From an optimization exercise on the open Yosys and OpenROAD flow, aimed at small area; shortcuts taken in it are not production practice. Only simulation tests tie the RTL to the original design; equivalence was not proved. Power and IR drop assume default switching activity.

== 02-02 ==
// adventureTop
module adventureTop (
	input  logic       turn,
	input  logic       rst,
	input  logic [3:0] buttons,
	input  adventurePkg::pixelX_t    pixelX,
	input  adventurePkg::pixelY_t    pixelY,
	input  logic       blank,
	input  adventurePkg::color_t     mapPixel,
	output adventurePkg::color_t     color,
	output adventurePkg::roomCoord_t roomX,
	output adventurePkg::roomCoord_t roomY,
	output adventurePkg::color_t     roomColor
);
Size in the first run: ~88 flip-flops, roughly 58 I/O pins, about 0.0076 sq mm of cells after synthesis.
clock: 5.0 ns
lec_check: 0
cap_margin: 0
core_margin: 2
core_utilization: 70
cts_buf_list: sky130_fd_sc_hd__clkbuf_8
gpl_timing_driven: 0
setup_slack_margin: 0.08
slew_margin: 0
tns_end_percent: 5
standard.sh (not shown) runs the stock make flow with config.mk's settings and CLKGATE_MAP_FILE= SYNTH_SCRIPT=/design/flow/synth_recipe.tcl, a recipe that flattens the netlist after the stock synthesis.
==> flow/flow/run.sh <==
#!/bin/bash
# Layout flow: the standard flow, except that the port buffers are the
# smallest buffer cell and clock tree synthesis uses larger sink clusters and
# no dummy loads. The flow's output goes to standard.log here; each step's
# log is kept in orfs/logs/ by the flow scripts.
set -o pipefail
bash standard.sh finish "BUFFER_PORTS_ARGS=-buffer_cell sky130_fd_sc_hd__buf_1" \
	"CTS_ARGS=-sink_clustering_enable -repair_clock_nets -buf_list sky130_fd_sc_hd__clkbuf_8 -dont_use_dummy_load -sink_clustering_size 20 -sink_clustering_max_diameter 80" \
	> standard.log 2>&1
For 01-25, these inputs were changed with respect to 02-02:
Settings: TNS_END_PERCENT no longer set, was 5.
diff --git a/flow/flow/run.sh b/flow/flow/run.sh
--- a/flow/flow/run.sh
+++ b/flow/flow/run.sh
@@ -8 +8 @@
-	"CTS_ARGS=-sink_clustering_enable -repair_clock_nets -buf_list sky130_fd_sc_hd__clkbuf_8 -dont_use_dummy_load -sink_clustering_size 20 -sink_clustering_max_diameter 80" \
+	"CTS_ARGS=-sink_clustering_enable -repair_clock_nets -buf_list {sky130_fd_sc_hd__clkbuf_4 sky130_fd_sc_hd__clkbuf_8} -root_buf sky130_fd_sc_hd__clkbuf_8 -dont_use_dummy_load -sink_clustering_size 10 -sink_clustering_max_diameter 50" \
[summary]
Comparing 01-25 against 02-02, there is no change at all in cell count after synthesis.
Comparing 02-02 against 01-25, there is no change at all in power.
01-25 was carried through to the last stage, and its layout satisfied the timing, design-rule and antenna checks.
Required arrival time at the worst endpoint across 01-25 and 02-02: no real change.
From 02-02 to 01-25, wire length of the first global-routing pass did not move at all.
Post-detailed-route count of antenna-violating nets: 02-02 vs 01-25 identical
The clock network power share was comparable across 01-25 and 02-02.
Per the comparison of 01-25 with 02-02, upper clock frequency limit closely matched the old numbers; count of distinct cell types in the synthesized netlist barely changed.

---

Another version of the RTL of adventureTop (not shown whole).
Size: ~58 I/O pins, roughly 7300 µm² of cells after synthesis.
Settings: LEC_CHECK=0, CAP_MARGIN=0, CORE_MARGIN=2, CORE_UTILIZATION=66, CTS_BUF_LIST=sky130_fd_sc_hd__clkbuf_8, GPL_TIMING_DRIVEN=1, SETUP_SLACK_MARGIN=0.08, SLEW_MARGIN=0; clock period 5.0 ns.
==> flow/flow/run.sh <==
#!/bin/bash
# Layout flow: the standard flow, except that the port buffers are the
# smallest buffer cell and clock tree synthesis uses larger sink clusters and
# no dummy loads. The flow's output goes to standard.log here; each step's
# log is kept in orfs/logs/ by the flow scripts.
set -o pipefail
bash standard.sh finish "BUFFER_PORTS_ARGS=-buffer_cell sky130_fd_sc_hd__buf_1" \
	"CTS_ARGS=-sink_clustering_enable -repair_clock_nets -buf_list sky130_fd_sc_hd__clkbuf_8 -dont_use_dummy_load -sink_clustering_size 20 -sink_clustering_max_diameter 80" \
	> standard.log 2>&1
Then changed:
==> flow/flow/run.sh (replaced) <==
#!/bin/bash
# Layout flow: the standard flow, except that the port buffers are the
# smallest buffer cell, clock tree synthesis inserts no dummy loads, and after
# global routing gates off the critical paths are downsized (power recovery).
# The flow's output goes to standard.log here; each step's log is kept in
# orfs/logs/ by the flow scripts.
set -o pipefail
bash standard.sh finish "BUFFER_PORTS_ARGS=-buffer_cell sky130_fd_sc_hd__buf_1" \
	"CTS_ARGS=-sink_clustering_enable -repair_clock_nets -buf_list sky130_fd_sc_hd__clkbuf_8 -dont_use_dummy_load -sink_clustering_size 20 -sink_clustering_max_diameter 80" \
	"RECOVER_POWER=100" \
	> standard.log 2>&1
- GPL_TIMING_DRIVEN: 1 -> 0
- The changed run completed without violations
- setup slack gains 0.012 ns
- global-route usage is higher by 0.61 points
- register-to-register slack got worse by 0.31 ns
- routed wire length goes up by 4.9%
- fmax stays flat
- design area hardly moves
- non-clock buffer count rises by 16
- final cell count rose by 1.5%

---

Setup of exp/amber:
Another version of the RTL of adventureTop (not shown whole).
Size in the first run: roughly 1100 cells after synthesis, roughly 58 I/O pins, ~0.0087 mm^2 of cells after synthesis.
export LEC_CHECK = 0
export CAP_MARGIN = 20
export CORE_MARGIN = 2
export CORE_UTILIZATION = 70
export SLEW_MARGIN = 20
create_clock -name core_clock -period 5.0 [get_ports {turn}]
run.sh (not shown) runs the stock make flow with config.mk's settings and CLKGATE_MAP_FILE= SYNTH_SCRIPT=/design/flow/synth_recipe.tcl, a recipe that flattens the netlist after the stock synthesis.
Stock flow here: none of the scripts above is used.
#### Input delta (exp/tundra over exp/amber)
- changing CORE_UTILIZATION from 70 to 40
Notes after the runs:
The number of enable-type register cells in the synthesized netlist was comparable across exp/tundra and exp/amber. The flip-flop and latch share of the layout cell area number comes out lower for exp/tundra vs exp/amber. exp/tundra ends up with a per-cell routed wire length that is 8.7% lower than in exp/amber. For flip-flop and latch count, exp/amber and exp/tundra come out practically identical. Looking at routed wire length, exp/tundra sits below exp/amber.
diff inputs: exp/tundra => exp/violet
- a change of CAP_MARGIN from 20 to 0
- a change of SLEW_MARGIN from 20 to 0
- a change of CORE_UTILIZATION from 40 to 70
- an added GPL_TIMING_DRIVEN of 0
- an added CTS_BUF_LIST of sky130_fd_sc_hd__clkbuf_8
[summary]
Per the comparison of exp/violet with exp/tundra, clock latency on the worst-skew pair moved up; final critical path time including I/O delays and setup moved up; clock share of power moved down; maximum number of pins on one net before global-route repair moved down; height of the chip moved down.

---

RTL: one of the versions met above, not the one the previous note started from.
For scale: roughly 88 flip-flops, ~0.0076 mm^2 of cells after synthesis.
clock: 5.0 ns
lec_check: 0
cap_margin: 0
core_margin: 2
core_utilization: 70
cts_buf_list: sky130_fd_sc_hd__clkbuf_8
gpl_timing_driven: 0
setup_slack_margin: 0.03
slew_margin: 0
standard.sh (not shown) runs the stock make flow with config.mk's settings and CLKGATE_MAP_FILE= SYNTH_SCRIPT=/design/flow/synth_recipe.tcl, a recipe that flattens the netlist after the stock synthesis.
==> flow/flow/run.sh <==
#!/bin/bash
# Layout flow: the standard flow, except that the port buffers are the
# smallest buffer cell and clock tree synthesis uses larger sink clusters and
# no dummy loads. The flow's output goes to standard.log here; each step's
# log is kept in orfs/logs/ by the flow scripts.
set -o pipefail
bash standard.sh finish "BUFFER_PORTS_ARGS=-buffer_cell sky130_fd_sc_hd__buf_1" \
	"CTS_ARGS=-sink_clustering_enable -repair_clock_nets -buf_list sky130_fd_sc_hd__clkbuf_8 -dont_use_dummy_load -sink_clustering_size 20 -sink_clustering_max_diameter 80" \
	> standard.log 2>&1
The first run passed the timing, design-rule and antenna checks.
==> next run, changes <==
--- a/flow/flow/run.sh
+++ b/flow/flow/run.sh
@@ -7,3 +7,3 @@
 bash standard.sh finish "BUFFER_PORTS_ARGS=-buffer_cell sky130_fd_sc_hd__buf_1" \
-	"CTS_ARGS=-sink_clustering_enable -repair_clock_nets -buf_list sky130_fd_sc_hd__clkbuf_8 -dont_use_dummy_load -sink_clustering_size 20 -sink_clustering_max_diameter 80" \
+	"CTS_ARGS=-sink_clustering_enable -repair_clock_nets -buf_list sky130_fd_sc_hd__clkbuf_4 sky130_fd_sc_hd__clkbuf_8 -root_buf sky130_fd_sc_hd__clkbuf_8 -dont_use_dummy_load -sink_clustering_size 10 -sink_clustering_max_diameter 50" \
 	> standard.log 2>&1
Settings changed: SETUP_SLACK_MARGIN 0.03 to 0.08.
- Now the flow never finished: it broke off in clock tree synthesis (4_1_cts)
- synthesized area does not change
- synthesized cell count does not change

---

run 1:
adventureTop again, from the RTL that the note above started with.
==> flow/design.v (excerpt) <==
module adventureTop (
	input  logic       turn,
	input  logic       rst,
	input  logic [3:0] buttons,
	input  adventurePkg::pixelX_t    pixelX,
	input  adventurePkg::pixelY_t    pixelY,
	input  logic       blank,
	input  adventurePkg::color_t     mapPixel,
	output adventurePkg::color_t     color,
	output adventurePkg::roomCoord_t roomX,
	output adventurePkg::roomCoord_t roomY,
	output adventurePkg::color_t     roomColor
);
	localparam int KX = -16;
	localparam int KY = -20;
	localparam int OX = 15 - KX;   
	localparam int QY = -KY;       
	logic [3:0] count;
	logic       step;
	logic       bump;
	logic [9:0] px_n, cx_n, ox_n;
	logic [8:0] py_n, cy_n, oy_n;
	logic       yU, bU;
	logic [1:0] held;
	logic [3:0] rc;      
	function automatic logic [9:0] add10(input logic [9:0] a, input logic [9:0] b);
		logic c;
		c = 1'b0;
		for (int i = 0; i < 10; i++) begin
			add10[i] = a[i] ^ b[i] ^ c;
			c = (a[i] & b[i]) | (a[i] & c) | (b[i] & c);
		end
	endfunction
	function automatic logic [8:0] add9(input logic [8:0] a, input logic [8:0] b);
		logic c;
		c = 1'b0;
		for (int i = 0; i < 9; i++) begin
			add9[i] = a[i] ^ b[i] ^ c;
			c = (a[i] & b[i]) | (a[i] & c) | (b[i] & c);
		end
	endfunction
	function automatic logic [6:0] add6(input logic [5:0] a, input logic [5:0] b);
		logic c;
		c = 1'b0;
		for (int i = 0; i < 6; i++) begin
			add6[i] = a[i] ^ b[i] ^ c;
			c = (a[i] & b[i]) | (a[i] & c) | (b[i] & c);
		end
		add6[6] = c;
	endfunction
	function automatic logic [5:0] add5(input logic [4:0] a, input logic [4:0] b);
		logic c;
		c = 1'b0;
		for (int i = 0; i < 5; i++) begin
  ...
clock: 5.0 ns
lec_check: 0
cap_margin: 0
core_margin: 2
core_utilization: 80
cts_buf_list: sky130_fd_sc_hd__clkbuf_8
gpl_timing_driven: 0
setup_slack_margin: 0.08
slew_margin: 0
==> flow/flow/run.sh <==
#!/bin/bash
# Layout flow: the standard flow, except that the port buffers are the
# smallest buffer cell and clock tree synthesis uses larger sink clusters and
# no dummy loads. The flow's output goes to standard.log here; each step's
# log is kept in orfs/logs/ by the flow scripts.
set -o pipefail
bash standard.sh finish "BUFFER_PORTS_ARGS=-buffer_cell sky130_fd_sc_hd__buf_1" \
	"CTS_ARGS=-sink_clustering_enable -repair_clock_nets -buf_list sky130_fd_sc_hd__clkbuf_8 -dont_use_dummy_load -sink_clustering_size 20 -sink_clustering_max_diameter 80" \
	> standard.log 2>&1
From the logs: run 1 reached the end of the flow and failed the layout checks with setup timing.
[inputs] run 2 vs run 1
-- flow/config.mk --
<<< run 1, line 9
export CORE_MARGIN = 2
export CORE_UTILIZATION = 80
export CTS_BUF_LIST = sky130_fd_sc_hd__clkbuf_8
export GPL_TIMING_DRIVEN = 0
export SETUP_SLACK_MARGIN = 0.08
export SLEW_MARGIN = 0
>>> run 2, line 9
export CORE_MARGIN = 2
export CORE_UTILIZATION = 70
export CTS_BUF_LIST = sky130_fd_sc_hd__clkbuf_8
export GPL_TIMING_DRIVEN = 0
export SETUP_SLACK_MARGIN = 0.15
export SLEW_MARGIN = 0
Run 2 has completed all stages; timing, DRC and antenna checks passed.
Run 2 against run 1: routed wire length decreased by 14% relative to the old numbers; multi-input logic portion of the cell area decreased by 0.37 points relative to the old numbers; leakage power summed over all cells increased by about 0.35% relative to the old numbers.
Input-level comparison between run 3 and run 2:
-- flow/config.mk --
<<< run 2, line 12
export GPL_TIMING_DRIVEN = 0
export SETUP_SLACK_MARGIN = 0.15
export SLEW_MARGIN = 0
>>> run 3, line 12
export GPL_TIMING_DRIVEN = 0
export SETUP_SLACK_MARGIN = 0.08
export SLEW_MARGIN = 0
Notes after the runs:
Sort run 3 and run 2 by final clock period utilization by the worst path, descending, and run 3 comes first. Comparing run 2 against run 3, there is no change at all in number of clock-tree buffers in the layout. Run 3 vs. run 2: power roughly the same, share of final layout cell area taken by non-clock buffers lower, share of total power in combinational logic roughly the same, synthesized-area fraction occupied by and/or/nand/nor cells roughly the same, number of filler instances in the final layout higher. Clock skew essentially unchanged between run 3 and run 2. STATUS total wirelength of the detailed-routed design: run 3 wins against run 2.

---

== job 9827 ==
RTL: one of the versions met above, not the one the previous note started from.
Size in the first run: ~850 cells after synthesis, ~58 I/O pins, about 0.0073 mm² of cells after synthesis.
// adventureTop
module adventureTop (
	input  logic       turn,
	input  logic       rst,
	input  logic [3:0] buttons,
	input  adventurePkg::pixelX_t    pixelX,
	input  adventurePkg::pixelY_t    pixelY,
	input  logic       blank,
	input  adventurePkg::color_t     mapPixel,
	output adventurePkg::color_t     color,
	output adventurePkg::roomCoord_t roomX,
	output adventurePkg::roomCoord_t roomY,
	output adventurePkg::color_t     roomColor
);
==> flow/config.mk <==
export PLATFORM = sky130hd
export DESIGN_NAME = adventureTop
export DESIGN_NICKNAME = adventureTop
export VERILOG_FILES = /design/flow/design.v
export SDC_FILE = /design/flow/constraint.sdc
export NUM_CORES = 4
export LEC_CHECK = 0
export CAP_MARGIN = 0
export CORE_MARGIN = 2
export CORE_UTILIZATION = 66
export CTS_BUF_LIST = sky130_fd_sc_hd__clkbuf_8
export GPL_TIMING_DRIVEN = 0
export SETUP_SLACK_MARGIN = 0.03
export SLEW_MARGIN = 0
==> flow/constraint.sdc <==
create_clock -name core_clock -period 5.0 [get_ports {turn}]
set_input_delay 1.0000 -clock core_clock [delete_from_list [all_inputs] [get_ports {turn}]]
set_output_delay 1.0000 -clock core_clock [all_outputs]
set_load 0.01 [all_outputs]
Scripts as last shown in full above: flow/flow/run.sh
The flow did not stop early for job 9827: all stages ran, and the layout cleared the timing, design-rule and antenna checks.
Input-level comparison between job 4601 and job 9827:
- changing SETUP_SLACK_MARGIN from 0.03 to 0.08
Amount of wire on met3 after detailed routing, job 9827 and job 4601: higher on job 4601. Per the comparison of job 4601 with job 9827, worst setup slack saw an increase, setup slack of the worst register-to-register path rose 80 ps, met1 routing resource usage after global routing fell by 0.82 points. Between job 9827 and job 4601, the final instance area does not differ in any meaningful way. Comparing job 9827 and job 4601, the higher global-route usage is on job 4601. Compared with job 9827, job 4601 shows a maximum frequency that is about 1.6% higher. The via count was comparable across job 9827 and job 4601. When job 4601 is measured against job 9827, its net switching power figure turns out 8.1 µW higher.
Setup changes, job 4601 to job 9768
diff --git a/flow/flow/run.sh b/flow/flow/run.sh
--- a/flow/flow/run.sh
+++ b/flow/flow/run.sh
@@ -6,4 +6,4 @@
 set -o pipefail
 bash standard.sh finish "BUFFER_PORTS_ARGS=-buffer_cell sky130_fd_sc_hd__buf_1" \
-	"CTS_ARGS=-sink_clustering_enable -repair_clock_nets -buf_list sky130_fd_sc_hd__clkbuf_8 -dont_use_dummy_load -sink_clustering_size 20 -sink_clustering_max_diameter 80" \
+	"CTS_ARGS=-sink_clustering_enable -repair_clock_nets -buf_list sky130_fd_sc_hd__clkbuf_8 -dont_use_dummy_load -sink_clustering_size 44 -sink_clustering_max_diameter 400 -sink_clustering_levels 1" \
 	> standard.log 2>&1
Findings:
Job 9768: no failed stages, no open violations at the end
Job 4601 → job 9768: core utilization of the finished layout flat, routed wire length flat, data arrival at the endpoint of the critical path flat.
[compare] base=job 4601 new=job 9768: routed metal-1 wirelength about even, setup slack after layout saw little to no change.
Comparing job 4601 against job 9768, there is no change at all in post-route minimum period.
On combinational group share of total power, job 9768 and job 4601 are neck and neck.
Initial antenna violation count came out exactly the same in job 9768 and job 4601.

## static timing again, ports no longer ideal
The flow's constraints put no driver on any port. The routed layouts listed below were extracted and timed again, unchanged, in two steps. Step 1: set_driving_cell puts a clkbuf_16 on turn and a buf_2 on each other input, an assumption about the parent block. Step 2 adds t to the input delays and takes it off the output delays; t is the mean of the earliest and latest rising clock arrival at the registers after step 1. Input paths then give back, and output paths get back, about the clock's delay inside the block. Three values: ideal ports, drivers, drivers and shift; two values: the first two.
| run | t (ns) | slack for setup (ns) | clock arrival spread, ns | slew at the worst register clock pin (ns) |
|---|---|---|---|---|
| 02-02 | 0.414 | 0.192 / 0.203 / -0.211 | 0.026 / 0.025 | 0.10 / 0.10 |
| 01-25 | 0.414 | 0.192 / 0.203 / -0.211 | 0.026 / 0.025 | 0.10 / 0.10 |
| the first run of note 2 | 0.404 | 0.200 / 0.214 / -0.190 | 0.029 / 0.028 | 0.09 / 0.09 |
| the second run of note 2 | 0.418 | 0.212 / 0.224 / -0.195 | 0.018 / 0.017 | 0.09 / 0.09 |
| exp/amber | 0.396 | 0.207 / 0.221 / -0.175 | 0.015 / 0.015 | 0.08 / 0.08 |
| exp/tundra | 0.397 | 0.253 / 0.264 / -0.133 | 0.007 / 0.008 | 0.07 / 0.07 |
| exp/violet | 0.436 | 0.173 / 0.180 / -0.256 | 0.012 / 0.012 | 0.11 / 0.11 |
| the first run of note 4 | 0.413 | 0.148 / 0.160 / -0.253 | 0.029 / 0.028 | 0.10 / 0.10 |
| run 1 | 0.396 | -0.238 / -0.230 / -0.626 | 0.046 / 0.046 | 0.11 / 0.11 |
| run 2 | 0.412 | 0.242 / 0.253 / -0.159 | 0.027 / 0.027 | 0.10 / 0.10 |
| run 3 | 0.414 | 0.192 / 0.203 / -0.211 | 0.026 / 0.025 | 0.10 / 0.10 |
| job 9827 | 0.408 | 0.136 / 0.148 / -0.261 | 0.019 / 0.019 | 0.09 / 0.09 |
| job 4601 | 0.420 | 0.213 / 0.225 / -0.195 | 0.018 / 0.019 | 0.09 / 0.09 |
| job 9768 | 0.420 | 0.213 / 0.225 / -0.195 | 0.018 / 0.019 | 0.09 / 0.09 |
With both steps, setup timing fails in 13 of these runs, where it was met with ideal ports. The setup slack of exp/violet, which loses most, moves by +0.007 ns with the drivers and by -0.429 ns with both steps.
